This design comes from an exercise in tuning for small area on the open sky130 flow, not from production work.
Only simulation tests tie the RTL to the original design; equivalence was not proved.
Power and IR drop assume default switching activity.

// com_store_buffer
module com_store_buffer #(
    parameter int COM_ENTRY_SIZE = 192,
    parameter int DEPTH          = 8,
    parameter int PTR_W          = 3
) (
    input  logic                      CLK,
    input  logic                      RESET,
    input  logic                      FREEZE,
    input  logic [COM_ENTRY_SIZE-1:0] com_entry,
    input  logic                      dmem_ack,
    input  logic [31:0]               fwd_addr,
    input  logic                      debug,
    output logic                      dmem_req,
    output logic [31:0]               dmem_addr,
    output logic [31:0]               dmem_wdata,
    output logic                      fwd_hit,
    output logic [31:0]               fwd_data,
    output logic                      flush_fCOM,
    output logic                      sb_empty,
    output logic [31:0]               commit_count
);
For scale: roughly 550 flip-flops, roughly 360 I/O pins, ~0.023 mm² of cells after synthesis.
==> flow/config.mk <==
export PLATFORM = sky130hd
export DESIGN_NAME = com_store_buffer
export DESIGN_NICKNAME = com_store_buffer
export VERILOG_FILES = /design/flow/design.v
export SDC_FILE = /design/flow/constraint.sdc
export NUM_CORES = 4
export LEC_CHECK = 0
export CAP_MARGIN = 20
export CORE_MARGIN = 2
export CORE_UTILIZATION = 62
export PLACE_DENSITY = 0.8
export SLEW_MARGIN = 20
==> flow/constraint.sdc <==
create_clock -name core_clock -period 8.0 [get_ports {CLK}]
set_input_delay 1.6000 -clock core_clock [delete_from_list [all_inputs] [get_ports {CLK}]]
set_output_delay 1.6000 -clock core_clock [all_outputs]
set_load 0.01 [all_outputs]
standard.sh (not shown) runs the stock make flow with config.mk's settings and CLKGATE_MAP_FILE= SYNTH_SCRIPT=/design/flow/synth_recipe.tcl, a recipe that flattens the netlist after the stock synthesis.
==> flow/flow/run.sh <==
#!/bin/bash
set -euo pipefail
here=$(pwd)
export MY_ABC_SCRIPT=$here/flow/abc_area.script
export BUFFER_PORTS_ARGS="-buffer_cell sky130_fd_sc_hd__buf_1"
export CTS_ARGS="-sink_clustering_enable -repair_clock_nets -dont_use_dummy_load -buf_list {sky130_fd_sc_hd__clkbuf_4 sky130_fd_sc_hd__clkbuf_8} -sink_clustering_size 16 -sink_clustering_max_diameter 60"
# standard.sh with its synthesis script replaced by flow/synth.tcl
sed "s|SYNTH_SCRIPT=[^ ]*|SYNTH_SCRIPT=$here/flow/synth.tcl|" standard.sh > my_standard.sh
grep -q "SYNTH_SCRIPT=$here/flow/synth.tcl" my_standard.sh
bash my_standard.sh finish > $here/make_finish.log 2>&1
==> flow/flow/abc_area.script <==
&get -n
&st
&dch -f
&nf -R 1000
&st
&dch -f
&nf -R 1000
&put
==> flow/flow/synth.tcl <==
# The standard synthesis script, with abc given an area-oriented
# mapping script in place of ORFS's delay-oriented one, and the csb_*
# gate modules of the RTL mapped to their library cells. Every register
# and its name is the same as in the standard run.
# The RTL writes a few and-or-invert gates as modules csb_<cell>; they are
# given the matching library cell here, before the design is flattened, so
# abc does not remap them. Their function is the cell's.
set ::csb_mapped 0
proc synth {args} {
  if {!$::csb_mapped} {
    set ::csb_mapped 1
    foreach cell {a222oi a22oi nand3} {
      yosys chtype -map csb_$cell sky130_fd_sc_hd__${cell}_1
    }
  }
  yosys synth -nofsm -noshare {*}$args
}
proc abc {args} {
  set i [lsearch -exact $args -script]
  if {$i >= 0} {
    set args [lreplace $args [expr {$i + 1}] [expr {$i + 1}] $::env(MY_ABC_SCRIPT)]
  }
  yosys abc {*}$args
}
source $::env(SCRIPTS_DIR)/synth.tcl
# left out here: clear keep_hierarchy, flatten, clean up, hide names made inside functions, write 1_2_yosys.v
Next try:
Settings changed: CORE_UTILIZATION 62 to 55, PLACE_DENSITY 0.8 to 0.72.
Outcome: The changed run ran to the end with no violations; global-route usage goes down by 4.8 points; count of clock-buffer cells in the layout grows by 1; via count goes down by 0.58%; routed wire length grows by 0.91%; cell area came out higher by 0.33%; sequential power is about the same.


The RTL this note starts from:
==> flow/design.v <==
module com_store_buffer #(
    parameter int COM_ENTRY_SIZE = 192,
    parameter int DEPTH          = 8,
    parameter int PTR_W          = 3
) (
    input  logic                      CLK,
    input  logic                      RESET,
    input  logic                      FREEZE,
    input  logic [COM_ENTRY_SIZE-1:0] com_entry,
    input  logic                      dmem_ack,
    input  logic [31:0]               fwd_addr,
    input  logic                      debug,
    output logic                      dmem_req,
    output logic [31:0]               dmem_addr,
    output logic [31:0]               dmem_wdata,
    output logic                      fwd_hit,
    output logic [31:0]               fwd_data,
    output logic                      flush_fCOM,
    output logic                      sb_empty,
    output logic [31:0]               commit_count
);
    logic [PTR_W:0]   count;
    logic             sent;           
    logic [31:0]      addr_q [DEPTH];
    logic [31:0]      data_q [DEPTH];
    logic [31:0] inst;
    logic [31:0] pc4;
    logic [31:0] st_data;
    logic [31:0] st_addr;
    logic        mem_write;
    logic        valid;
    logic        accept;
    logic        push;
    logic        pop;
    logic        unused_bits;
    assign inst      = com_entry[31:0];
    assign pc4       = com_entry[63:32];
    assign st_data   = com_entry[95:64];
    assign st_addr   = com_entry[127:96];
    assign mem_write = com_entry[133];
    assign unused_bits = ^{com_entry[COM_ENTRY_SIZE-1:134],
                           com_entry[132:128], pc4, debug};
    assign valid      = (inst != 32'd0);
    assign flush_fCOM = count[PTR_W];
    assign accept     = valid & ~FREEZE & ~flush_fCOM;
    assign push       = accept & mem_write;
    assign pop        = dmem_req & dmem_ack;
    assign sb_empty   = (count == '0) & ~dmem_req;
    always_ff @(posedge CLK) begin
        if (push) begin
            addr_q[0] <= st_addr;
            data_q[0] <= st_data;
            for (int i = 1; i < DEPTH; i++) begin
                addr_q[i] <= addr_q[i-1];
                data_q[i] <= data_q[i-1];
            end
        end
    end
    always_ff @(posedge CLK or negedge RESET) begin
        if (!RESET) begin
            count        <= '0;
            dmem_req     <= 1'b0;
            sent         <= 1'b0;
            commit_count <= '0;
        end else begin
            if (push & ~pop) count <= count + 1'b1;
            else if (pop & ~push) count <= count - 1'b1;
            if (!dmem_req) dmem_req <= (count != '0);
            else if (dmem_ack) dmem_req <= (count != 1);
            sent <= sent | dmem_req;
            if (accept) commit_count <= commit_count + 32'd1;
        end
    end
    logic [DEPTH-1:0] rd_sel;
    always_comb begin
        for (int i = 0; i < DEPTH; i++)
            rd_sel[i] = (count == (PTR_W + 1)'(i + 1)) & (dmem_req | (i != 0)) |
                        (~dmem_req & sent & (count == (PTR_W + 1)'(i)));
    end
    always_comb begin
        dmem_addr  = '0;
        dmem_wdata = '0;
        for (int i = 0; i < DEPTH; i++) begin
            dmem_addr  = dmem_addr  | ({32{rd_sel[i]}} & addr_q[i]);
            dmem_wdata = dmem_wdata | ({32{rd_sel[i]}} & data_q[i]);
        end
    end
    logic [DEPTH-1:0] match;
    logic [DEPTH-1:0] first;
    always_comb begin
        logic seen;
        seen = 1'b0;
        for (int i = 0; i < DEPTH; i++) begin
            match[i] = ((PTR_W + 1)'(i) < count) && (addr_q[i] == fwd_addr);
            first[i] = match[i] & ~seen;
            seen     = seen | match[i];
        end
        fwd_hit  = seen;
        fwd_data = '0;
        for (int i = 0; i < DEPTH; i++)
            fwd_data = fwd_data | ({32{first[i]}} & data_q[i]);
    end
endmodule
==> flow/config.mk <==
export PLATFORM = sky130hd
export DESIGN_NAME = com_store_buffer
export DESIGN_NICKNAME = com_store_buffer
export VERILOG_FILES = /design/flow/design.v
export SDC_FILE = /design/flow/constraint.sdc
export NUM_CORES = 4
export LEC_CHECK = 0
export CAP_MARGIN = 20
export CORE_MARGIN = 2
export CORE_UTILIZATION = 50
export SLEW_MARGIN = 20
==> flow/constraint.sdc <==
create_clock -name core_clock -period 8.0 [get_ports {CLK}]
set_input_delay 1.6000 -clock core_clock [delete_from_list [all_inputs] [get_ports {CLK}]]
set_output_delay 1.6000 -clock core_clock [all_outputs]
set_load 0.01 [all_outputs]
==> flow/flow/synth.tcl <==
# The standard synthesis script, with abc given an area-oriented
# mapping script in place of ORFS's delay-oriented one. Everything before
# abc (and so every register and its name) is the same as the standard run.
proc synth {args} { yosys synth -nofsm -noshare {*}$args }
proc abc {args} {
  set i [lsearch -exact $args -script]
  if {$i >= 0} {
    set args [lreplace $args [expr {$i + 1}] [expr {$i + 1}] $::env(MY_ABC_SCRIPT)]
  }
  yosys abc {*}$args
}
source $::env(SCRIPTS_DIR)/synth.tcl
# left out here: clear keep_hierarchy, flatten, clean up, hide names made inside functions, write 1_2_yosys.v
Scripts as last shown in full above: flow/flow/run.sh, flow/flow/abc_area.script
Rerun with:
==> flow/run.sh (new file) <==
#!/bin/bash
# synth_recipe.tcl (not shown) runs the flow's synth.tcl, then flattens the netlist and writes it again
# the make line also repeats each setting of config.mk as NAME=value (left out here)
make -C /OpenROAD-flow-scripts/flow DESIGN_CONFIG=/design/flow/config.mk WORK_HOME=/design/flow/orfs CLKGATE_MAP_FILE= SYNTH_SCRIPT=/design/flow/synth_recipe.tcl finish
--- a/flow/config.mk
+++ b/flow/config.mk
@@ -9,3 +9,3 @@
 export CORE_MARGIN = 2
-export CORE_UTILIZATION = 50
+export CORE_UTILIZATION = 40
 export SLEW_MARGIN = 20
removed: flow/flow/run.sh
removed: flow/flow/abc_area.script
removed: flow/flow/synth.tcl
removed: flow/standard.sh
The new run finished with timing, DRC and antenna clean.
Flip-flop and latch count does not change.
Critical path depth shrinks by 1.
Sequential power is lower by about 1%.
Clock power rises by 89%.
First-iteration DRC count falls by 5.5%.
Rerun with:
--- a/flow/config.mk
+++ b/flow/config.mk
@@ -9,3 +9,4 @@
 export CORE_MARGIN = 2
-export CORE_UTILIZATION = 40
+export CORE_UTILIZATION = 60
+export CTS_BUF_LIST = sky130_fd_sc_hd__clkbuf_4
 export SLEW_MARGIN = 20
Result: Combinational power drops by about 2%; non-clock buffer count drops by 13; routed wire length drops by 6.4%.
Rerun with:
==> flow/flow/run.sh (new file) <==
#!/bin/bash
set -euo pipefail
here=$(pwd)
export MY_ABC_SCRIPT=$here/flow/abc_area.script
export BUFFER_PORTS_ARGS="-buffer_cell sky130_fd_sc_hd__buf_1"
export CTS_ARGS="-sink_clustering_enable -repair_clock_nets -dont_use_dummy_load -buf_list {sky130_fd_sc_hd__clkbuf_4 sky130_fd_sc_hd__clkbuf_8} -sink_clustering_size 16 -sink_clustering_max_diameter 60"
bash standard.sh SYNTH_SCRIPT=$here/flow/synth.tcl finish > $here/make_finish.log 2>&1
==> flow/flow/abc_area.script (new file) <==
&get -n
&st
&dch -f
&nf -R 1000
&st
&dch -f
&nf -R 1000
&put
==> flow/flow/synth.tcl (new file) <==
# The standard synthesis script, with abc given an area-oriented
# mapping script in place of ORFS's delay-oriented one. Everything before
# abc (and so every register and its name) is the same as the standard run.
proc synth {args} { yosys synth -nofsm -noshare {*}$args }
proc abc {args} {
  set i [lsearch -exact $args -script]
  if {$i >= 0} {
    set args [lreplace $args [expr {$i + 1}] [expr {$i + 1}] $::env(MY_ABC_SCRIPT)]
  }
  yosys abc {*}$args
}
source $::env(SCRIPTS_DIR)/synth.tcl
# left out here: clear keep_hierarchy, flatten, clean up, hide names made inside functions, write 1_2_yosys.v
==> flow/standard.sh (new file) <==
#!/bin/bash
# synth_recipe.tcl (not shown) runs the flow's synth.tcl, then flattens the netlist and writes it again
# the make line also repeats each setting of config.mk as NAME=value (left out here)
make -C /OpenROAD-flow-scripts/flow DESIGN_CONFIG=/design/flow/config.mk WORK_HOME=/design/flow/orfs CLKGATE_MAP_FILE= SYNTH_SCRIPT=/design/flow/synth_recipe.tcl "${@:-finish}"
--- a/flow/config.mk
+++ b/flow/config.mk
@@ -9,4 +9,3 @@
 export CORE_MARGIN = 2
-export CORE_UTILIZATION = 60
-export CTS_BUF_LIST = sky130_fd_sc_hd__clkbuf_4
+export CORE_UTILIZATION = 50
 export SLEW_MARGIN = 20
removed: flow/run.sh
=> Setup slack gains 250 ps; design area drops by 13%; final cell count drops by 12%.

afterwards: timing with drivers on the ports:
How much do the figures lean on ideal ports? The routed layouts below were timed once more, with nothing changed but the port constraints.
Step 1 sets driving cells, clkbuf_16 on the clock port and buf_2 on the other inputs (assumed; they add their load-dependent delay and slew).
Step 2 times the ports against the registers' clock, not the clock port: input delays grow and output delays shrink by t, the midpoint of the rising clock arrivals with the driver on.
Slacks: ideal / step 1 / step 2; pairs: ideal / step 1.
run | t, ns | setup slack, ns | worst data-port slew with drivers (ns)
the first run of note 1 | 0.691 | 0.551 / 0.519 / 0.519 | 0.07
the second run of note 1 | 0.679 | 0.513 / 0.489 / 0.489 | 0.08
the first run of note 2 | 0.695 | 0.727 / 0.692 / 0.692 | 0.07
the second run of note 2 | 0.706 | 0.496 / 0.465 / 0.465 | 0.13
the third run of note 2 | 1.062 | 0.473 / 0.453 / 0.453 | 0.10
the fourth run of note 2 | 0.695 | 0.727 / 0.692 / 0.692 | 0.07
After both steps every run listed still meets setup and hold.
